This design comes from an exercise in tuning for small area on the open sky130 flow, not from production work. In this exercise RTL edits were held to simulation tests only and were not proved equivalent to the original. No activity file was given, so power comes from the tool's default toggle rates. The flow treats the clock pin as an ideal source, which a real chip does not have.

Setup of run A:
Design wb_subsystem_top, start of the top module:
module wb_subsystem_top (
    input  logic                  wb_clk_i,
    input  logic                  rst_n_i,
    input  logic                  wbs_stb_i,
    input  logic                  wbs_we_i,
    input  wb_mux_pkg::wb_addr_t  wbs_adr_i,
    input  wb_mux_pkg::wb_data_t  wbs_dat_i,
    output logic                  wbs_ack_o,
    output wb_mux_pkg::wb_data_t  wbs_dat_o,
    input  wb_mux_pkg::wb_data_t  la_data_i,
    output wb_mux_pkg::wb_data_t  la_data_o,
    output wb_mux_pkg::wb_data_t  la_oen_o,
    input  wb_mux_pkg::gpio_vec_t gpio_in_i,
    output wb_mux_pkg::gpio_vec_t gpio_out_o,
    output wb_mux_pkg::gpio_vec_t gpio_oe_o
);
Size in the first run: about 430 flip-flops, roughly 250 I/O pins, about 16000 um^2 of cells after synthesis.
Settings: LEC_CHECK=0, CAP_MARGIN=0, CORE_MARGIN=2, CORE_UTILIZATION=65, SLEW_MARGIN=0; clock period 6.0 ns.
standard.sh (not shown) runs the stock make flow with config.mk's settings and CLKGATE_MAP_FILE= SYNTH_SCRIPT=/design/flow/synth_recipe.tcl, a recipe that flattens the netlist after the stock synthesis.
==> flow/flow/run.sh <==
#!/bin/bash
# The standard ORFS layout with three changes:
#  - synthesis maps logic with an area-oriented ABC script (flow/area.abc);
#  - ports are buffered with the smallest buffer;
#  - clock tree synthesis uses small clock buffers and no dummy loads.
set -euo pipefail
export AREA_ABC_SCRIPT=$PWD/flow/area.abc
bash standard.sh \
  "SYNTH_SCRIPT=$PWD/flow/synth.tcl" \
  "BUFFER_PORTS_ARGS=-buffer_cell sky130_fd_sc_hd__buf_1" \
  "CTS_ARGS=-sink_clustering_enable -repair_clock_nets -dont_use_dummy_load -buf_list sky130_fd_sc_hd__clkbuf_16 -sink_clustering_size 30 -sink_clustering_max_diameter 70" \
  finish > layout.log 2>&1
==> flow/flow/area.abc <==
strash
dc2
dc2
dch -f
amap
topo
==> flow/flow/synth.tcl <==
# synth_recipe.tcl with one change: ABC maps the combinational logic with
# the area-oriented script in area.abc (flip-flops are mapped before ABC
# runs and keep their names and cell types).
proc synth {args} { yosys synth -nofsm -noshare {*}$args }
proc abc {args} {
  set i [lsearch -exact $args -script]
  if { $i >= 0 } { lset args [expr {$i + 1}] $::env(AREA_ABC_SCRIPT) }
  yosys abc {*}$args
}
source $::env(SCRIPTS_DIR)/synth.tcl
# left out here: clear keep_hierarchy, flatten, clean up, hide names made inside functions, write 1_2_yosys.v
For run B, these inputs were changed with respect to run A:
diff --git a/flow/flow/run.sh b/flow/flow/run.sh
--- a/flow/flow/run.sh
+++ b/flow/flow/run.sh
@@ -9,4 +9,4 @@
   "SYNTH_SCRIPT=$PWD/flow/synth.tcl" \
   "BUFFER_PORTS_ARGS=-buffer_cell sky130_fd_sc_hd__buf_1" \
-  "CTS_ARGS=-sink_clustering_enable -repair_clock_nets -dont_use_dummy_load -buf_list sky130_fd_sc_hd__clkbuf_16 -sink_clustering_size 30 -sink_clustering_max_diameter 70" \
+  "CTS_ARGS=-sink_clustering_enable -repair_clock_nets -dont_use_dummy_load -buf_list sky130_fd_sc_hd__clkbuf_16 -sink_clustering_size 35 -sink_clustering_max_diameter 70" \
   finish > layout.log 2>&1
Findings:
- Run B: worst ir drop on vdd higher than run A
- For power density normalized to cell area, run B and run A come out practically identical.
- Re average footprint of a synthesized cell: no difference whatsoever between run A and run B.
- Run B vs. run A: wire length reported by the detailed router flat; power after layout flat.
- Run B -> run A: quantity of gates resized following cts delta 0, exact match
- Run B -> run A: non-clock inverter total of the final layout delta 0, exact match
- Post-route DRC violation count: run B vs run A identical
- Run B vs. run A: maximum frequency lower; internal power contribution roughly the same; all-layer global routing usage held.
### run B -> run C
Settings: a change of CORE_UTILIZATION from 65 to 75.
diff --git a/flow/flow/run.sh b/flow/flow/run.sh
--- a/flow/flow/run.sh
+++ b/flow/flow/run.sh
@@ -9,4 +9,4 @@
   "SYNTH_SCRIPT=$PWD/flow/synth.tcl" \
   "BUFFER_PORTS_ARGS=-buffer_cell sky130_fd_sc_hd__buf_1" \
-  "CTS_ARGS=-sink_clustering_enable -repair_clock_nets -dont_use_dummy_load -buf_list sky130_fd_sc_hd__clkbuf_16 -sink_clustering_size 35 -sink_clustering_max_diameter 70" \
+  "CTS_ARGS=-sink_clustering_enable -repair_clock_nets -dont_use_dummy_load -buf_list sky130_fd_sc_hd__clkbuf_8 -sink_clustering_size 20 -sink_clustering_max_diameter 50" \
   finish > layout.log 2>&1
Findings:
- The run with more routed wire is run C, not run B.
- Run B → run C: first-pass GRT wire length now larger, total power held steady.
- Summary of the comparison: number of global-route vias before repair is higher in run C, relative to run B.

* * *

Another version of the RTL of wb_subsystem_top (not shown whole).
For scale: roughly 1,200 cells after synthesis, ~250 I/O pins, about 17,000 um2 of cells after synthesis.
==> flow/config.mk <==
export PLATFORM = sky130hd
export DESIGN_NAME = wb_subsystem_top
export DESIGN_NICKNAME = wb_subsystem_top
export VERILOG_FILES = /design/flow/design.v
export SDC_FILE = /design/flow/constraint.sdc
export NUM_CORES = 4
export LEC_CHECK = 0
export CAP_MARGIN = 20
export CORE_MARGIN = 2
export CORE_UTILIZATION = 40
export SLEW_MARGIN = 20
==> flow/constraint.sdc <==
create_clock -name core_clock -period 6.0 [get_ports {wb_clk_i}]
set_input_delay 1.2000 -clock core_clock [delete_from_list [all_inputs] [get_ports {wb_clk_i}]]
set_output_delay 1.2000 -clock core_clock [all_outputs]
set_load 0.01 [all_outputs]
run.sh (not shown) runs the stock make flow with config.mk's settings and CLKGATE_MAP_FILE= SYNTH_SCRIPT=/design/flow/synth_recipe.tcl, a recipe that flattens the netlist after the stock synthesis.
Stock flow here: none of the scripts above is used.
The first run passed the timing, DRC and antenna checks.
Rerun with:
==> flow/flow/run.sh (new file) <==
#!/bin/bash
# The standard ORFS layout with two changes:
#  - ports are buffered with the smallest buffer;
#  - clock tree synthesis uses clkbuf_8 clock buffers and no dummy loads.
set -euo pipefail
bash standard.sh \
  "BUFFER_PORTS_ARGS=-buffer_cell sky130_fd_sc_hd__buf_1" \
  "CTS_ARGS=-sink_clustering_enable -repair_clock_nets -dont_use_dummy_load -buf_list sky130_fd_sc_hd__clkbuf_8 -sink_clustering_size 20 -sink_clustering_max_diameter 50" \
  finish > layout.log 2>&1
==> flow/standard.sh (new file) <==
#!/bin/bash
# synth_recipe.tcl (not shown) runs the flow's synth.tcl, then flattens the netlist and writes it again
# the make line also repeats each setting of config.mk as NAME=value (left out here)
make -C /OpenROAD-flow-scripts/flow DESIGN_CONFIG=/design/flow/config.mk WORK_HOME=/design/flow/orfs CLKGATE_MAP_FILE= SYNTH_SCRIPT=/design/flow/synth_recipe.tcl "${@:-finish}"
Settings changed: CORE_UTILIZATION 40 to 65.
removed: flow/run.sh
Total power falls by about a fifth.
Synthesized cell count stays the same.
Design area falls by roughly a tenth.
Routed wire length shrinks by roughly a tenth.
Rerun with:
--- a/flow/flow/run.sh
+++ b/flow/flow/run.sh
@@ -2 +2,2 @@
-# The standard ORFS layout with two changes:
+# The standard ORFS layout with three changes:
+#  - synthesis maps logic with an area-oriented ABC script (flow/area.abc);
@@ -4 +5 @@
-#  - clock tree synthesis uses clkbuf_8 clock buffers and no dummy loads.
+#  - clock tree synthesis uses small clock buffers and no dummy loads.
@@ -5,0 +7 @@
+export AREA_ABC_SCRIPT=$PWD/flow/area.abc
@@ -6,0 +9 @@
+  "SYNTH_SCRIPT=$PWD/flow/synth.tcl" \
==> flow/flow/area.abc (new file) <==
strash
dc2
dc2
dch -f
amap
topo
==> flow/flow/synth.tcl (new file) <==
# synth_recipe.tcl with one change: ABC maps the combinational logic with
# the area-oriented script in area.abc (flip-flops are mapped before ABC
# runs and keep their names and cell types).
proc synth {args} { yosys synth -nofsm -noshare {*}$args }
proc abc {args} {
  set i [lsearch -exact $args -script]
  if { $i >= 0 } { lset args [expr {$i + 1}] $::env(AREA_ABC_SCRIPT) }
  yosys abc {*}$args
}
source $::env(SCRIPTS_DIR)/synth.tcl
# left out here: clear keep_hierarchy, flatten, clean up, hide names made inside functions, write 1_2_yosys.v
What happened: The changed run finished with timing, DRC and antenna clean; count of clock-buffer cells in the layout grows by 1; sequential power stays flat; worst hold slack loses 0.030 ns; area after synthesis shrinks by 8.6%.

* * *

RTL: one of the versions met above, not the one the previous note started from.
Size: ~1000 cells after synthesis, about 430 flip-flops, ~250 I/O pins.
## wb_subsystem_top
module wb_subsystem_top (
    input  logic                  wb_clk_i,
    input  logic                  rst_n_i,
    input  logic                  wbs_stb_i,
    input  logic                  wbs_we_i,
    input  wb_mux_pkg::wb_addr_t  wbs_adr_i,
    input  wb_mux_pkg::wb_data_t  wbs_dat_i,
    output logic                  wbs_ack_o,
    output wb_mux_pkg::wb_data_t  wbs_dat_o,
    input  wb_mux_pkg::wb_data_t  la_data_i,
    output wb_mux_pkg::wb_data_t  la_data_o,
    output wb_mux_pkg::wb_data_t  la_oen_o,
    input  wb_mux_pkg::gpio_vec_t gpio_in_i,
    output wb_mux_pkg::gpio_vec_t gpio_out_o,
    output wb_mux_pkg::gpio_vec_t gpio_oe_o
);
    logic [7:0]  team_sel;
    logic        in_designs, in_la, in_gpio;
    logic [4:1]  in_team;
    logic        mapped;
    logic        ofs_z, ofs0, ofs4, ofs8;
    assign team_sel   = wbs_adr_i[23:16];
  ...
clock: 6.0 ns
lec_check: 0
cap_margin: 0
core_margin: 2
core_utilization: 65
slew_margin: 0
standard.sh (not shown) runs the stock make flow with config.mk's settings and CLKGATE_MAP_FILE= SYNTH_SCRIPT=/design/flow/synth_recipe.tcl, a recipe that flattens the netlist after the stock synthesis.
==> flow/flow/run.sh <==
#!/bin/bash
# The standard ORFS layout (standard.sh) with these changes:
#  - synthesis maps the logic with the area-oriented ABC script in
#    flow/area.abc (flow/synth.tcl; flip-flops are mapped before ABC runs,
#    so their names and cell types are the standard synthesis's);
#  - ports are buffered with the smallest buffer, buf_1;
#  - clock tree synthesis uses clkbuf_16 buffers in clusters of up to 33
#    sinks and inserts no dummy loads.
# The whole make output goes to layout.log; ORFS keeps each step's log
# under orfs/logs/.
set -euo pipefail
export AREA_ABC_SCRIPT=$PWD/flow/area.abc
bash standard.sh \
  "SYNTH_SCRIPT=$PWD/flow/synth.tcl" \
  "BUFFER_PORTS_ARGS=-buffer_cell sky130_fd_sc_hd__buf_1" \
  "CTS_ARGS=-sink_clustering_enable -repair_clock_nets -dont_use_dummy_load -buf_list sky130_fd_sc_hd__clkbuf_16 -sink_clustering_size 33 -sink_clustering_max_diameter 100" \
  finish > layout.log 2>&1
==> flow/flow/area.abc <==
strash
dc2
dc2
dch -f
amap
topo
==> flow/flow/synth.tcl <==
# synth_recipe.tcl with one change: ABC maps the combinational logic with
# the area-oriented script in area.abc (flip-flops are mapped before ABC
# runs and keep their names and cell types).
proc synth {args} { yosys synth -nofsm -noshare {*}$args }
proc abc {args} {
  set i [lsearch -exact $args -script]
  if { $i >= 0 } { lset args [expr {$i + 1}] $::env(AREA_ABC_SCRIPT) }
  yosys abc {*}$args
}
source $::env(SCRIPTS_DIR)/synth.tcl
# left out here: clear keep_hierarchy, flatten, clean up, hide names made inside functions, write 1_2_yosys.v
Then changed:
--- a/flow/flow/run.sh
+++ b/flow/flow/run.sh
@@ -7 +7 @@
-#  - clock tree synthesis uses clkbuf_16 buffers in clusters of up to 33
+#  - clock tree synthesis uses clkbuf_16 buffers in clusters of up to 30
@@ -16 +16 @@
-  "CTS_ARGS=-sink_clustering_enable -repair_clock_nets -dont_use_dummy_load -buf_list sky130_fd_sc_hd__clkbuf_16 -sink_clustering_size 33 -sink_clustering_max_diameter 100" \
+  "CTS_ARGS=-sink_clustering_enable -repair_clock_nets -dont_use_dummy_load -buf_list sky130_fd_sc_hd__clkbuf_16 -sink_clustering_size 30 -sink_clustering_max_diameter 70" \
CORE_UTILIZATION = 70   (was 65)
The changed run passed the timing, DRC and antenna checks; setup slack gains 0.031 ns; wire length goes up by 2.4%; final area goes up by about 0.43%; core utilization goes up by 6.1 points; via count goes up by about 4%; global-route usage goes up by 3.3 points; non-clock buffer count goes up by 10; total power goes up by about 1.6%; hold slack loses 0.0067 ns.
Then changed:
--- a/flow/flow/run.sh
+++ b/flow/flow/run.sh
@@ -7 +7 @@
-#  - clock tree synthesis uses clkbuf_16 buffers in clusters of up to 30
+#  - clock tree synthesis uses clkbuf_16 buffers in clusters of up to 36
@@ -16 +16 @@
-  "CTS_ARGS=-sink_clustering_enable -repair_clock_nets -dont_use_dummy_load -buf_list sky130_fd_sc_hd__clkbuf_16 -sink_clustering_size 30 -sink_clustering_max_diameter 70" \
+  "CTS_ARGS=-sink_clustering_enable -repair_clock_nets -dont_use_dummy_load -buf_list sky130_fd_sc_hd__clkbuf_16 -sink_clustering_size 36 -sink_clustering_max_diameter 55" \
CORE_UTILIZATION = 65   (was 70)
Routed wire length went down by 1.5%.
Design area went up by about 1.7%.
Power went up by about 10%.

* * *

job 101:
Starting RTL as in the previous note.
// wb_subsystem_top
module wb_subsystem_top (
    input  logic                  wb_clk_i,
    input  logic                  rst_n_i,
    input  logic                  wbs_stb_i,
    input  logic                  wbs_we_i,
    input  wb_mux_pkg::wb_addr_t  wbs_adr_i,
    input  wb_mux_pkg::wb_data_t  wbs_dat_i,
    output logic                  wbs_ack_o,
    output wb_mux_pkg::wb_data_t  wbs_dat_o,
    input  wb_mux_pkg::wb_data_t  la_data_i,
    output wb_mux_pkg::wb_data_t  la_data_o,
    output wb_mux_pkg::wb_data_t  la_oen_o,
    input  wb_mux_pkg::gpio_vec_t gpio_in_i,
    output wb_mux_pkg::gpio_vec_t gpio_out_o,
    output wb_mux_pkg::gpio_vec_t gpio_oe_o
);
    logic [7:0]  team_sel;
    logic        in_designs, in_la, in_gpio;
    logic [4:1]  in_team;
    logic        mapped;
    logic        ofs_z, ofs0, ofs4, ofs8;
    assign team_sel   = wbs_adr_i[23:16];
    assign in_designs = (wbs_adr_i[31:24] == 8'h30);
    assign in_la      = (wbs_adr_i[31:16] == 16'h3100);
    assign in_gpio    = (wbs_adr_i[31:16] == 16'h3200);
    assign in_team[1] = in_designs && team_sel == 8'd1;
    assign in_team[2] = in_designs && team_sel == 8'd2;
    assign in_team[3] = in_designs && team_sel == 8'd3;
  ...
clock: 6.0 ns
lec_check: 0
cap_margin: 0
core_margin: 2
core_utilization: 65
slew_margin: 0
==> flow/flow/run.sh <==
#!/bin/bash
# The standard ORFS layout (standard.sh) with these changes:
#  - synthesis maps the logic with the area-oriented ABC script in
#    flow/area.abc (flow/synth.tcl; flip-flops are mapped before ABC runs,
#    so their names and cell types are the standard synthesis's);
#  - ports are buffered with the smallest buffer, buf_1;
#  - data buffers larger than buf_2 are not used;
#  - clock tree synthesis uses clkbuf_16 buffers in clusters of up to 30
#    sinks and inserts no dummy loads.
# The whole make output goes to layout.log; ORFS keeps each step's log
# under orfs/logs/.
set -euo pipefail
export AREA_ABC_SCRIPT=$PWD/flow/area.abc
# The platform's config.mk appends its own list to this one
export DONT_USE_CELLS="sky130_fd_sc_hd__buf_4 sky130_fd_sc_hd__buf_6 sky130_fd_sc_hd__buf_8 sky130_fd_sc_hd__buf_12 sky130_fd_sc_hd__buf_16 sky130_fd_sc_hd__bufbuf_8 sky130_fd_sc_hd__bufbuf_16"
bash standard.sh \
  "SYNTH_SCRIPT=$PWD/flow/synth.tcl" \
  "BUFFER_PORTS_ARGS=-buffer_cell sky130_fd_sc_hd__buf_1" \
  "CTS_ARGS=-sink_clustering_enable -repair_clock_nets -dont_use_dummy_load -buf_list sky130_fd_sc_hd__clkbuf_16 -sink_clustering_size 30 -sink_clustering_max_diameter 70" \
  finish > layout.log 2>&1
Scripts as last shown in full above: flow/flow/area.abc, flow/flow/synth.tcl
In summary, job 101 completed successfully, with a layout that passed the timing, DRC and antenna checks.
Changes in job 102 relative to job 101:
==> flow/flow/run.sh <==
#!/bin/bash
# The standard ORFS layout with three changes:
#  - synthesis maps logic with an area-oriented ABC script (flow/area.abc);
#  - ports are buffered with the smallest buffer;
#  - clock tree synthesis uses small clock buffers and no dummy loads.
set -euo pipefail
export AREA_ABC_SCRIPT=$PWD/flow/area.abc
bash standard.sh \
  "SYNTH_SCRIPT=$PWD/flow/synth.tcl" \
  "BUFFER_PORTS_ARGS=-buffer_cell sky130_fd_sc_hd__buf_1" \
  "CTS_ARGS=-sink_clustering_enable -repair_clock_nets -dont_use_dummy_load -buf_list sky130_fd_sc_hd__clkbuf_8 -sink_clustering_size 20 -sink_clustering_max_diameter 50" \
  finish > layout.log 2>&1
-- flow/config.mk --
<<< job 101, line 8
export CAP_MARGIN = 0
>>> job 102, line 8
export CAP_MARGIN = 20
<<< job 101, line 11
export SLEW_MARGIN = 0
>>> job 102, line 11
export GPL_TIMING_DRIVEN = 0
export SLEW_MARGIN = 20
==> summary.txt <==
- Job 102 vs job 101: total of plain and repair buffers excluding clock buffers up by a little under 10%
- Relative contribution of combinational cells to total power: job 102 vs job 101 — no meaningful difference
- Changes observed in job 102 relative to job 101: power in the clock group has increased; global-route wire length before repair has increased; fraction of met2 tracks used by global routing has increased.
- Job 102 gives more clock-buffer cell count than job 101 did.
- Looking at number of non-filler instances in the completed layout, job 102 sits above job 101.
- Slack of the worst reg-to-reg path | job 102 below job 101
- In job 102, headroom to the max-slew limit is higher than in job 101.
- Looking only at combinational power, and setting everything else aside, the lower value of job 101 and job 102 goes to job 101.
The inputs of job 103 differ from those of job 102 as listed below.
-- flow/config.mk --
<<< job 102, line 11
export GPL_TIMING_DRIVEN = 0
>>> job 103, line 11
[summary]
Core utilization: job 103 lower than job 102. The lower worst endpoint data arrival time of job 103 and job 102 is in job 103. First-pass GRT wire length in job 103 is about 0.8% below job 102.
The following lists how job 104 was set up differently from job 103:
==> flow/flow/run.sh <==
#!/bin/bash
# The standard ORFS layout (standard.sh) with these changes:
#  - synthesis maps the logic with the area-oriented ABC script in
#    flow/area.abc (flow/synth.tcl; flip-flops are mapped before ABC runs,
#    so their names and cell types are the standard synthesis's);
#  - ports are buffered with the smallest buffer, buf_1;
#  - clock tree synthesis uses clkbuf_16 buffers in clusters of up to 30
#    sinks and inserts no dummy loads.
# The whole make output goes to layout.log; ORFS keeps each step's log
# under orfs/logs/.
set -euo pipefail
export AREA_ABC_SCRIPT=$PWD/flow/area.abc
bash standard.sh \
  "SYNTH_SCRIPT=$PWD/flow/synth.tcl" \
  "BUFFER_PORTS_ARGS=-buffer_cell sky130_fd_sc_hd__buf_1" \
  "CTS_ARGS=-sink_clustering_enable -repair_clock_nets -dont_use_dummy_load -buf_list sky130_fd_sc_hd__clkbuf_16 -sink_clustering_size 30 -sink_clustering_max_diameter 70" \
  finish > layout.log 2>&1
-- flow/config.mk --
<<< job 103, line 8
export CAP_MARGIN = 20
>>> job 104, line 8
export CAP_MARGIN = 0
<<< job 103, line 11
export SLEW_MARGIN = 20
>>> job 104, line 11
export SLEW_MARGIN = 0
Results
Job 104: all stages complete, timing, DRC and antenna checks passed. Compared with job 103, placement density in the core of job 104 is lower. Looking at total power divided by cell area, job 104 sits above job 103. Job 104 has final cell count below what job 103 had. Job 104 vs job 103: biggest cell delay along the critical path down.
diff inputs: job 104 => job 105
==> flow/flow/run.sh <==
#!/bin/bash
# The standard ORFS layout with three changes:
#  - synthesis maps logic with an area-oriented ABC script (flow/area.abc);
#  - ports are buffered with the smallest buffer;
#  - clock tree synthesis uses small clock buffers and no dummy loads.
set -euo pipefail
export AREA_ABC_SCRIPT=$PWD/flow/area.abc
bash standard.sh \
  "SYNTH_SCRIPT=$PWD/flow/synth.tcl" \
  "BUFFER_PORTS_ARGS=-buffer_cell sky130_fd_sc_hd__buf_1" \
  "CTS_ARGS=-sink_clustering_enable -repair_clock_nets -dont_use_dummy_load -buf_list sky130_fd_sc_hd__clkbuf_8 -sink_clustering_size 20 -sink_clustering_max_diameter 50" \
  finish > layout.log 2>&1
--- outcome ---
Looking only at number of fill cells, and setting everything else aside, the lower value of job 104 and job 105 goes to job 104. Job 105 vs. job 104: global-route usage rose 0.44 points; summed area of non-filler cells in the final layout held steady; first-pass GRT wire length went up 1.2%.

[what the ideal ports hide]
The flow's constraints put no driver on any port. The routed layouts listed below were extracted and timed again, unchanged, in two steps. Step 1 (the two cells are an assumption about what drives the block):
set clk [get_ports {wb_clk_i}]
set_driving_cell -lib_cell sky130_fd_sc_hd__clkbuf_16 $clk
set_driving_cell -lib_cell sky130_fd_sc_hd__buf_2 [delete_from_list [all_inputs] $clk]
Step 2 also shifts input and output timing later by t, the mid clock arrival at the registers, as if the neighbouring blocks saw the same clock. Slacks: no drivers / after step 1 / after step 2; pairs: no drivers / after step 1.
| run | t (ns) | slack for setup (ns) | worst setup path after step 2 |
|---|---|---|---|
| run A | 0.557 | 0.470 / 0.497 / -0.060 | input to register |
| run B | 0.565 | 0.430 / 0.458 / -0.106 | input to register |
| run C | 0.569 | 0.418 / 0.435 / -0.134 | input to register |
| the first run of note 2 | 0.627 | 1.554 / 1.589 / 0.962 | input to register |
| the second run of note 2 | 0.589 | 1.650 / 1.675 / 1.086 | input to register |
| the third run of note 2 | 0.592 | 0.305 / 0.329 / -0.263 | input to register |
| the first run of note 3 | 0.568 | 0.458 / 0.485 / -0.083 | input to register |
| the second run of note 3 | 0.564 | 0.489 / 0.518 / -0.045 | input to register |
| the third run of note 3 | 0.607 | 0.433 / 0.460 / -0.148 | input to register |
| job 101 | 0.557 | 0.470 / 0.497 / -0.060 | input to register |
| job 102 | 0.591 | 0.216 / 0.243 / -0.348 | input to register |
| job 103 | 0.576 | 0.352 / 0.374 / -0.202 | input to register |
| job 104 | 0.557 | 0.470 / 0.497 / -0.060 | input to register |
| job 105 | 0.578 | 0.329 / 0.352 / -0.226 | input to register |
With both steps, setup timing fails in 12 of these runs, where it was met with ideal ports. The setup slack of the first run of note 2, which loses most, moves by +0.035 ns with the drivers and by -0.592 ns with both steps.
